This design comes from an exercise in tuning for small area and few clock cycles on the open sky130 flow, not from production work.
In this exercise RTL edits were held to simulation tests only and were not proved equivalent to the original.
No activity file was given, so power comes from the tool's default toggle rates.

## design/flow/config.mk

```make
export PLATFORM = sky130hd
export DESIGN_NAME = mips_core
export DESIGN_NICKNAME = mips_core
export VERILOG_FILES = /design/flow/design.v
export SDC_FILE = /design/flow/constraint.sdc
export NUM_CORES = 4
export LEC_CHECK = 0
export CAP_MARGIN = 20
export CORE_MARGIN = 2
export CORE_UTILIZATION = 30
export PLACE_DENSITY = 0.45
export SLEW_MARGIN = 20
```

## design/flow/constraint.sdc

```tcl
create_clock -name core_clock -period 6.0 [get_ports {clk}]
set_input_delay 1.2000 -clock core_clock [delete_from_list [all_inputs] [get_ports {clk}]]
set_output_delay 1.2000 -clock core_clock [all_outputs]
set_load 0.01 [all_outputs]
```

## design/flow/design.v

```verilog
package core_pkg;
    typedef logic [32-1:0]     word_t;
    typedef logic [5-1:0] reg_addr_t;
    typedef enum logic [2:0] {
        ALU_ADD = 3'd0,
        ALU_SUB = 3'd1,
        ALU_AND = 3'd2,
        ALU_OR  = 3'd3,
        ALU_XOR = 3'd4,
        ALU_SLT = 3'd5,
        ALU_LUI = 3'd6
    } alu_op_e;
    typedef struct packed {
        word_t      pc;
        word_t      inst;
    } if_id_t;
    typedef struct packed {
        alu_op_e    alu_op;
        word_t      operand_1;
        word_t      operand_2;
        word_t      store_data;
        reg_addr_t  dest;
        logic       reg_write;
        logic       mem_read;
        logic       mem_write;
    } id_ex_t;
    typedef struct packed {
        word_t      result;
        word_t      store_data;
        reg_addr_t  dest;
        logic       reg_write;
        logic       mem_read;
        logic       mem_write;
    } ex_mem_t;
    typedef struct packed {
        word_t      data;
        reg_addr_t  dest;
        logic       reg_write;
    } wb_t;
endpackage
`timescale 1ns/10ps
module stage_reg #(
    parameter int WIDTH = 32
) (
    input  logic     clk,
    input  logic     arst_n_i,
    input  logic     hold_i,
    input  logic     bubble_i,
    input  logic [WIDTH-1:0] d_i,
    output logic [WIDTH-1:0] q_o
);
    always_ff @(posedge clk or negedge arst_n_i) begin
        if (!arst_n_i) begin
            q_o <= '0;
        end else if (!hold_i) begin
            if (bubble_i) begin
                q_o <= '0;
            end else begin
                q_o <= d_i;
            end
        end
    end
endmodule
`timescale 1ns/10ps
module fetch_stage (
    input  logic            clk,
    input  logic            arst_n_i,
    input  logic            stall_i,
    output logic            rom_en_o,
    output core_pkg::word_t pc_o
);
    core_pkg::word_t pc_next;
    assign pc_next = pc_o + 32'd4;
    always_ff @(posedge clk or negedge arst_n_i) begin
        if (!arst_n_i) begin
            rom_en_o <= 1'b0;
        end else begin
            rom_en_o <= 1'b1;
        end
    end
    always_ff @(posedge clk or negedge arst_n_i) begin
        if (!arst_n_i) begin
            pc_o <= 32'h0000_0000;
        end else if (rom_en_o && !stall_i) begin
            pc_o <= pc_next;
        end
    end
endmodule
`timescale 1ns/10ps
module decode_stage (
    input  core_pkg::if_id_t    id_i,
    output core_pkg::reg_addr_t rd_addr_1_o,
    output core_pkg::reg_addr_t rd_addr_2_o,
    input  core_pkg::word_t     rd_data_1_i,
    input  core_pkg::word_t     rd_data_2_i,
    input  core_pkg::ex_mem_t   ex_fwd_i,
    input  core_pkg::wb_t       mem_fwd_i,
    output logic                load_use_o,
    output core_pkg::id_ex_t    ex_o
);
    logic [5:0] opcode;
    logic [5:0] funct;
    core_pkg::reg_addr_t  rs;
    core_pkg::reg_addr_t  rt;
    core_pkg::reg_addr_t  rd;
    logic [15:0] imm;
    core_pkg::alu_op_e    alu_op;
    logic       use_imm;
    logic       sign_ext;
    logic       uses_rs;
    logic       uses_rt;
    logic       reg_write;
    logic       mem_read;
    logic       mem_write;
    core_pkg::reg_addr_t  dest;
    core_pkg::word_t      imm_ext;
    core_pkg::word_t      rs_val;
    core_pkg::word_t      rt_val;
    function automatic core_pkg::word_t forward(core_pkg::reg_addr_t addr, core_pkg::word_t rf_data,
                                      core_pkg::ex_mem_t ex_src, core_pkg::wb_t mem_src);
        core_pkg::word_t val;
        val = rf_data;
        if (addr != '0 && ex_src.reg_write && ex_src.dest == addr) begin
            val = ex_src.result;
        end else if (addr != '0 && mem_src.reg_write && mem_src.dest == addr) begin
            val = mem_src.data;
        end
        forward = val;
    endfunction
    assign opcode = id_i.inst[31:26];
    assign rs     = id_i.inst[25:21];
    assign rt     = id_i.inst[20:16];
    assign rd     = id_i.inst[15:11];
    assign imm    = id_i.inst[15:0];
    assign funct  = id_i.inst[5:0];
    assign rd_addr_1_o = rs;
    assign rd_addr_2_o = rt;
    always_comb begin
        alu_op    = core_pkg::ALU_ADD;
        use_imm   = 1'b0;
        sign_ext  = 1'b1;
        uses_rs   = 1'b0;
        uses_rt   = 1'b0;
        reg_write = 1'b0;
        mem_read  = 1'b0;
        mem_write = 1'b0;
        dest      = rt;
        case (opcode)
            6'b000000: begin
                uses_rs   = 1'b1;
                uses_rt   = 1'b1;
                dest      = rd;
                reg_write = 1'b1;
                case (funct)
                    6'b100001: alu_op = core_pkg::ALU_ADD;
                    6'b100011: alu_op = core_pkg::ALU_SUB;
                    6'b100100:  alu_op = core_pkg::ALU_AND;
                    6'b100101:   alu_op = core_pkg::ALU_OR;
                    6'b100110:  alu_op = core_pkg::ALU_XOR;
                    6'b101010:  alu_op = core_pkg::ALU_SLT;
                    default:     reg_write = 1'b0;
                endcase
            end
            6'b001001: begin
                use_imm   = 1'b1;
                uses_rs   = 1'b1;
                reg_write = 1'b1;
            end
            6'b001100: begin
                alu_op    = core_pkg::ALU_AND;
                use_imm   = 1'b1;
                sign_ext  = 1'b0;
                uses_rs   = 1'b1;
                reg_write = 1'b1;
            end
            6'b001101: begin
                alu_op    = core_pkg::ALU_OR;
                use_imm   = 1'b1;
                sign_ext  = 1'b0;
                uses_rs   = 1'b1;
                reg_write = 1'b1;
            end
            6'b001111: begin
                alu_op    = core_pkg::ALU_LUI;
                use_imm   = 1'b1;
                sign_ext  = 1'b0;
                reg_write = 1'b1;
            end
            6'b100011: begin
                use_imm   = 1'b1;
                uses_rs   = 1'b1;
                reg_write = 1'b1;
                mem_read  = 1'b1;
            end
            6'b101011: begin
                use_imm   = 1'b1;
                uses_rs   = 1'b1;
                uses_rt   = 1'b1;
                mem_write = 1'b1;
            end
            default: begin
                reg_write = 1'b0;
            end
        endcase
    end
    assign imm_ext = sign_ext ? {{16{imm[15]}}, imm} : {16'h0000, imm};
    assign rs_val = forward(rs, rd_data_1_i, ex_fwd_i, mem_fwd_i);
    assign rt_val = forward(rt, rd_data_2_i, ex_fwd_i, mem_fwd_i);
    assign load_use_o = ex_fwd_i.mem_read && ex_fwd_i.dest != '0 &&
                        ((uses_rs && ex_fwd_i.dest == rs) ||
                         (uses_rt && ex_fwd_i.dest == rt));
    always_comb begin
        ex_o.alu_op     = alu_op;
        ex_o.operand_1  = rs_val;
        ex_o.operand_2  = use_imm ? imm_ext : rt_val;
        ex_o.store_data = rt_val;
        ex_o.dest       = dest;
        ex_o.reg_write  = reg_write;
        ex_o.mem_read   = mem_read;
        ex_o.mem_write  = mem_write;
    end
endmodule
`timescale 1ns/10ps
module reg_file (
    input  logic                clk,
    input  logic                arst_n_i,
    input  core_pkg::reg_addr_t rd_addr_1_i,
    input  core_pkg::reg_addr_t rd_addr_2_i,
    output core_pkg::word_t     rd_data_1_o,
    output core_pkg::word_t     rd_data_2_o,
    input  core_pkg::wb_t       wb_i
);
    core_pkg::word_t regs [32];
    function automatic core_pkg::word_t read_port(core_pkg::reg_addr_t addr, core_pkg::word_t stored, core_pkg::wb_t wb);
        core_pkg::word_t val;
        val = stored;
        if (addr == '0) begin
            val = '0;
        end else if (wb.reg_write && wb.dest == addr) begin
            val = wb.data;
        end
        read_port = val;
    endfunction
    always_ff @(posedge clk or negedge arst_n_i) begin
        if (!arst_n_i) begin
            for (int i = 0; i < 32; i++) begin
                regs[i] <= '0;
            end
        end else if (wb_i.reg_write && wb_i.dest != '0) begin
            regs[wb_i.dest] <= wb_i.data;
        end
    end
    assign rd_data_1_o = read_port(rd_addr_1_i, regs[rd_addr_1_i], wb_i);
    assign rd_data_2_o = read_port(rd_addr_2_i, regs[rd_addr_2_i], wb_i);
endmodule
`timescale 1ns/10ps
module execute_stage (
    input  core_pkg::id_ex_t  ex_i,
    output core_pkg::ex_mem_t mem_o
);
    core_pkg::word_t result;
    logic  less;
    assign less = $signed(ex_i.operand_1) < $signed(ex_i.operand_2);
    always_comb begin
        case (ex_i.alu_op)
            core_pkg::ALU_ADD: result = ex_i.operand_1 + ex_i.operand_2;
            core_pkg::ALU_SUB: result = ex_i.operand_1 - ex_i.operand_2;
            core_pkg::ALU_AND: result = ex_i.operand_1 & ex_i.operand_2;
            core_pkg::ALU_OR:  result = ex_i.operand_1 | ex_i.operand_2;
            core_pkg::ALU_XOR: result = ex_i.operand_1 ^ ex_i.operand_2;
            core_pkg::ALU_SLT: result = {31'b0, less};
            core_pkg::ALU_LUI: result = {ex_i.operand_2[15:0], 16'h0000};
            default: result = '0;
        endcase
    end
    always_comb begin
        mem_o.result     = result;
        mem_o.store_data = ex_i.store_data;
        mem_o.dest       = ex_i.dest;
        mem_o.reg_write  = ex_i.reg_write;
        mem_o.mem_read   = ex_i.mem_read;
        mem_o.mem_write  = ex_i.mem_write;
    end
endmodule
`timescale 1ns/10ps
module memory_stage (
    input  core_pkg::ex_mem_t mem_i,
    output logic              ram_en_o,
    output logic              ram_write_en_o,
    output core_pkg::word_t   ram_addr_o,
    output core_pkg::word_t   ram_write_data_o,
    input  core_pkg::word_t   ram_read_data_i,
    output core_pkg::wb_t     wb_o
);
    assign ram_en_o         = mem_i.mem_read | mem_i.mem_write;
    assign ram_write_en_o   = mem_i.mem_write;
    assign ram_addr_o       = mem_i.result;
    assign ram_write_data_o = mem_i.store_data;
    always_comb begin
        wb_o.data      = mem_i.mem_read ? ram_read_data_i : mem_i.result;
        wb_o.dest      = mem_i.dest;
        wb_o.reg_write = mem_i.reg_write;
    end
endmodule
`timescale 1ns/10ps
module mips_core (
    input  logic            clk,
    input  logic            arst_n_i,
    input  core_pkg::word_t rom_inst_i,
    output core_pkg::word_t rom_addr_o,
    output logic            rom_en_o,
    output logic            ram_en_o,
    output logic            ram_write_en_o,
    output core_pkg::word_t ram_addr_o,
    output core_pkg::word_t ram_write_data_o,
    input  core_pkg::word_t ram_read_data_i
);
    core_pkg::if_id_t    if_d;
    core_pkg::if_id_t    id_q;
    core_pkg::id_ex_t    id_ex_d;
    core_pkg::id_ex_t    ex_q;
    core_pkg::ex_mem_t   ex_mem_d;
    core_pkg::ex_mem_t   mem_q;
    core_pkg::wb_t       mem_wb_d;
    core_pkg::wb_t       wb_q;
    core_pkg::reg_addr_t rd_addr_1;
    core_pkg::reg_addr_t rd_addr_2;
    core_pkg::word_t     rd_data_1;
    core_pkg::word_t     rd_data_2;
    logic      load_use;
    assign if_d = {rom_addr_o, rom_inst_i};
    fetch_stage fetch0 (
        .clk      (clk),
        .arst_n_i (arst_n_i),
        .stall_i  (load_use),
        .rom_en_o (rom_en_o),
        .pc_o     (rom_addr_o)
    );
    stage_reg #(.WIDTH($bits(if_d))) if_id_reg (
        .clk      (clk),
        .arst_n_i (arst_n_i),
        .hold_i   (load_use),
        .bubble_i (!rom_en_o),
        .d_i      (if_d),
        .q_o      (id_q)
    );
    decode_stage decode0 (
        .id_i        (id_q),
        .rd_addr_1_o (rd_addr_1),
        .rd_addr_2_o (rd_addr_2),
        .rd_data_1_i (rd_data_1),
        .rd_data_2_i (rd_data_2),
        .ex_fwd_i    (ex_mem_d),
        .mem_fwd_i   (mem_wb_d),
        .load_use_o  (load_use),
        .ex_o        (id_ex_d)
    );
    stage_reg #(.WIDTH($bits(id_ex_d))) id_ex_reg (
        .clk      (clk),
        .arst_n_i (arst_n_i),
        .hold_i   (1'b0),
        .bubble_i (load_use),
        .d_i      (id_ex_d),
        .q_o      (ex_q)
    );
    execute_stage execute0 (
        .ex_i  (ex_q),
        .mem_o (ex_mem_d)
    );
    stage_reg #(.WIDTH($bits(ex_mem_d))) ex_mem_reg (
        .clk      (clk),
        .arst_n_i (arst_n_i),
        .hold_i   (1'b0),
        .bubble_i (1'b0),
        .d_i      (ex_mem_d),
        .q_o      (mem_q)
    );
    memory_stage memory0 (
        .mem_i            (mem_q),
        .ram_en_o         (ram_en_o),
        .ram_write_en_o   (ram_write_en_o),
        .ram_addr_o       (ram_addr_o),
        .ram_write_data_o (ram_write_data_o),
        .ram_read_data_i  (ram_read_data_i),
        .wb_o             (mem_wb_d)
    );
    stage_reg #(.WIDTH($bits(mem_wb_d))) mem_wb_reg (
        .clk      (clk),
        .arst_n_i (arst_n_i),
        .hold_i   (1'b0),
        .bubble_i (1'b0),
        .d_i      (mem_wb_d),
        .q_o      (wb_q)
    );
    reg_file reg_file0 (
        .clk         (clk),
        .arst_n_i    (arst_n_i),
        .rd_addr_1_i (rd_addr_1),
        .rd_addr_2_i (rd_addr_2),
        .rd_data_1_o (rd_data_1),
        .rd_data_2_o (rd_data_2),
        .wb_i        (wb_q)
    );
endmodule
```

## design/flow/run.sh

```bash
#!/bin/bash
# synth_recipe.tcl (not shown) runs the flow's synth.tcl, then flattens the netlist and writes it again
# the make line also repeats each setting of config.mk as NAME=value (left out here)
make -C /OpenROAD-flow-scripts/flow DESIGN_CONFIG=/design/flow/config.mk WORK_HOME=/design/flow/orfs CLKGATE_MAP_FILE= SYNTH_SCRIPT=/design/flow/synth_recipe.tcl finish
```

==> results.cfg <==
[status]
status = finished clean

[grt]
met3_usage_pct = 9.70
top_usage_layer = met2
grt_antenna_before_repair = 33
grt_use_total_pct = 31.6
grt-ovfl-total = 0
grt.met2_usage_pct = 47.0
grt_max_degree = 145
met1_usage_pct = 40.1
grt_pass1_vias = 56300
grt_pass1_wl_mm = 492

[min_path]
hold_class = in2async

[route]
routed_wl_mm = 364
viasPerCell = 6.57
drtIter0Drc = 9962
vias = 58600
drc_errors = 0
wl_per_cell_microns = 40.8
first_pass_iters = 8
antenna_left = 0

[synthesis]
synthesis.instances = 5948
synth_xor_area_share_pct = 0.925
synthesis.area_sq_um = 66300
synth_ff_type = dfrtp_1
synth_compound_area_share_pct = 17.4
yosys.area_share.simple_pct = 9.05
ys_seq_elements = 1272
synthAdderAreaFrac_pct = 2.10
synth_top_family_by_area = multiplexers
synth.mux.area_fraction_pct = 17.8
ys_async_sr_fraction_pct = 100
avgSynthCellArea_sq_um = 11.1
synth_edf_count = 0
seq_area_frac_synth_pct = 48.0
synthDistinctLibCells = 93
synth_warnings = 10

[timing]
timing.setup.tns_ns = 0
period_share_pct = 82.9
tightestPinTransition_ns = 1.32
skew_ns = 0.0365
period_minus_slack_ns = 4.97
grt_setup_unrepaired = no
drv_slew = 0
finalSetupViolations = 0
fmax_ghz = 0.201
hold_viol_final = 0
slew_headroom_pct = 11.5

[clock_network]
cts_tree = done
clock_path_buffers = 3
cts_resized = 0
cts_sinks = 1272
htreeDepth = 4
cts_made_buffers = 147
insertion_delay_ns = 0.84
root_buffer = clkbuf_16
cts-hold-fix-buffers = 0
clk_pin_slew_ns = 0.06
cts_setup_buffers = 0

[critical_path]
r2r-start = if_id_reg.q_o[20]$_DFFE_PN0N_
arrival_ns = 5.74
crit_type = reg2reg
cp-start-kind = flop
r2r-end = id_ex_reg.q_o[17]$_DFF_PN0_
r2r_setup_slack_ns = 1.03
endpoint_kind = flop
required_ns = 6.76
reg2reg_depth = 11
crit_path_max_fanout = 21

[floorplanning]
ios = 165
start_util_pct = 30.2
row_count = 172
die_x_microns = 474
coreArea_sq_um = 220000
die_h_microns = 474
die-area_sq_um = 225000

[power_and_ir_drop]
p_leak_nw = 34.5
peakVddDrop_uv = 337
power_density_nw_per_um2 = 304
power_mw = 23.4

[final_layout]
area_growth_pct = 16.2
nets = 6092
drive_above_1_share_pct = 28.0

[place]
dp_hpwl_mm = 230
placement.io_buffers = 162
gp_congestion = 0.986

[run]
drv_cap = 0
## placed cells by master (no fill, tap or decap), types with 53 or more instances in the layout
cell type	n
dfrtp_1	1258
mux2_2	1020
a22oi_1	724
nand2_1	263
buf_4	247
a21oi_1	189
nor2_1	165
clkdlybuf4s50_1	161
clkbuf_16	152
nand4_1	146
nand3_1	140
inv_1	128
a221oi_1	117
ha_1	107
and3_1	96
o21ai_0	88
nor3_1	63
a22o_1	57
xnor2_1	53
## layer usage
| layer | routed length (microns) | part of all wire, % |
|---|---|---|
| met1 | 141000 | 39 |
| met4 | 25800 | 7.1 |
| met3 | 41300 | 11 |
| met5 | 207 | 0.057 |
| met2 | 156000 | 43 |
## layout make-up
type	count	area, sq um
Clock inverter	52	830
Clock buffer	216	4340
Timing Repair Buffer	429	3890
Inverter	128	480
Tap cell	2871	3590
Multi-Input combinational cell	3939	32000
Sequential cell	1272	31800
Fill cell	21800	143000
Antenna cell	8	20.0
## cell families (layout without fill, tap and decap cells)
family / Yosys count / count (layout)
adders and majority gates: 110 / 110
other: 2 / 11
and+or+nand+nor: 1166 / 1166
xor gates and xnor gates: 70 / 70
buffers and inverters: 738 / 825
muxes: 1049 / 1049
DFF: 1272 / 1272
AOI/OAI and AO/OA: 1541 / 1541
## worst max path at each step
stage | cells past startpoint | slack [ns] | from | end
floorplan | 12 | 2.99 | id_ex_reg.q_o[45]$_DFF_PN0_ | id_ex_reg.q_o[38]$_DFF_PN0_
global placement | 11 | 1.45 | if_id_reg.q_o[20]$_DFFE_PN0N_ | id_ex_reg.q_o[71]$_DFF_PN0_
detailed placement | 11 | 1.33 | if_id_reg.q_o[20]$_DFFE_PN0N_ | id_ex_reg.q_o[71]$_DFF_PN0_
CTS | 11 | 1.34 | if_id_reg.q_o[20]$_DFFE_PN0N_ | id_ex_reg.q_o[71]$_DFF_PN0_
global route | 11 | 1.05 | if_id_reg.q_o[20]$_DFFE_PN0N_ | id_ex_reg.q_o[49]$_DFF_PN0_
finish | 11 | 1.03 | if_id_reg.q_o[20]$_DFFE_PN0N_ | id_ex_reg.q_o[17]$_DFF_PN0_
## registers in the layout, indices dropped and copies added (netlist names)
| name | count |
|---|---|
| ex_mem_reg.q_o | 72 |
| fetch0.rom_en_o | 1 |
| reg_file0.regs | 992 |
| id_ex_reg.q_o | 107 |
| fetch0.pc_o | 30 |
| if_id_reg.q_o | 32 |
| mem_wb_reg.q_o | 38 |
## per-stage QoR
| step | utilization, % | cell area [sq um] | cells | setup WS [ns] | hold WS, ns |
|---|---|---|---|---|---|
| floorplan | - | 66300 | 5949 | 2.99 | 0.331 |
| global placement | 32.6 | 71600 | 8633 | 1.45 | 0.337 |
| detailed placement | 32.7 | 71700 | 8637 | 1.33 | 0.336 |
| CTS | 35.0 | 76900 | 8905 | 1.34 | 0.292 |
| global route | 35.1 | 77000 | 8909 | 1.05 | 0.319 |
| finish | 35.1 | 77000 | 8915 | 1.03 | 0.294 |
## critical path: stages (launching register included)
cell	delay, ns
dfrtp_1	0.89
nor3b_2	0.56
buf_4	0.29
and2_2	0.81
buf_4	0.60
a222oi_1	0.18
nand3_1	0.17
nor4_1	0.09
clkbuf_2	0.17
o311ai_0	0.66
o21a_1	0.29
and2_1	0.14
## report_power, final
part	leakage (nW)	internal (mW)	total [mW]	switching (mW)
clock network	2.51	5.81	9.81	4.00
registers	17.4	9.15	10.1	0.942
logic	14.7	1.18	3.48	2.30
## synthesized netlist by cell type (all sizes together) (107+ instances only)
library cell,number,area share (%)
mux2,1020,17
a221oi,118,1.6
nand3,144,1.1
nand4,146,1.4
buf,244,1.9
a21oi,189,1.4
clkbuf,366,2.1
dfrtp,1272,48
a22oi,724,8.2
ha,107,2.0
nand2,276,1.6
nor2,215,1.2
inv,128,0.73
Testbench counts, summed over its fixed seeds: cycles 26,929.

==> static timing again, ports no longer ideal <==
No port has a modelled driver above. Below, the same layout with a new extraction and two added sets of constraints. Step 1 (the two cells are an assumption about what drives the block):
set clk [get_ports {clk}]
set_driving_cell -lib_cell sky130_fd_sc_hd__clkbuf_16 $clk
set_driving_cell -lib_cell sky130_fd_sc_hd__buf_2 [delete_from_list [all_inputs] $clk]
Step 2, shift: input delay + t, output delay - t, t = (earliest + latest rising clock arrival at the registers) / 2. This alone moves slack from input paths to output paths. Slacks: ideal / step 1 / step 2; pairs: ideal / step 1.
shift t [ns]: 0.909
setup WS [ns]: 1.026 / 1.026 / 1.026
latest minus earliest clock arrival (ns): 0.040 / 0.039
After both steps setup and hold are still met in this run. For this run, drivers alone change the setup slack by 0.000 ns; drivers and shift together by 0.000 ns.
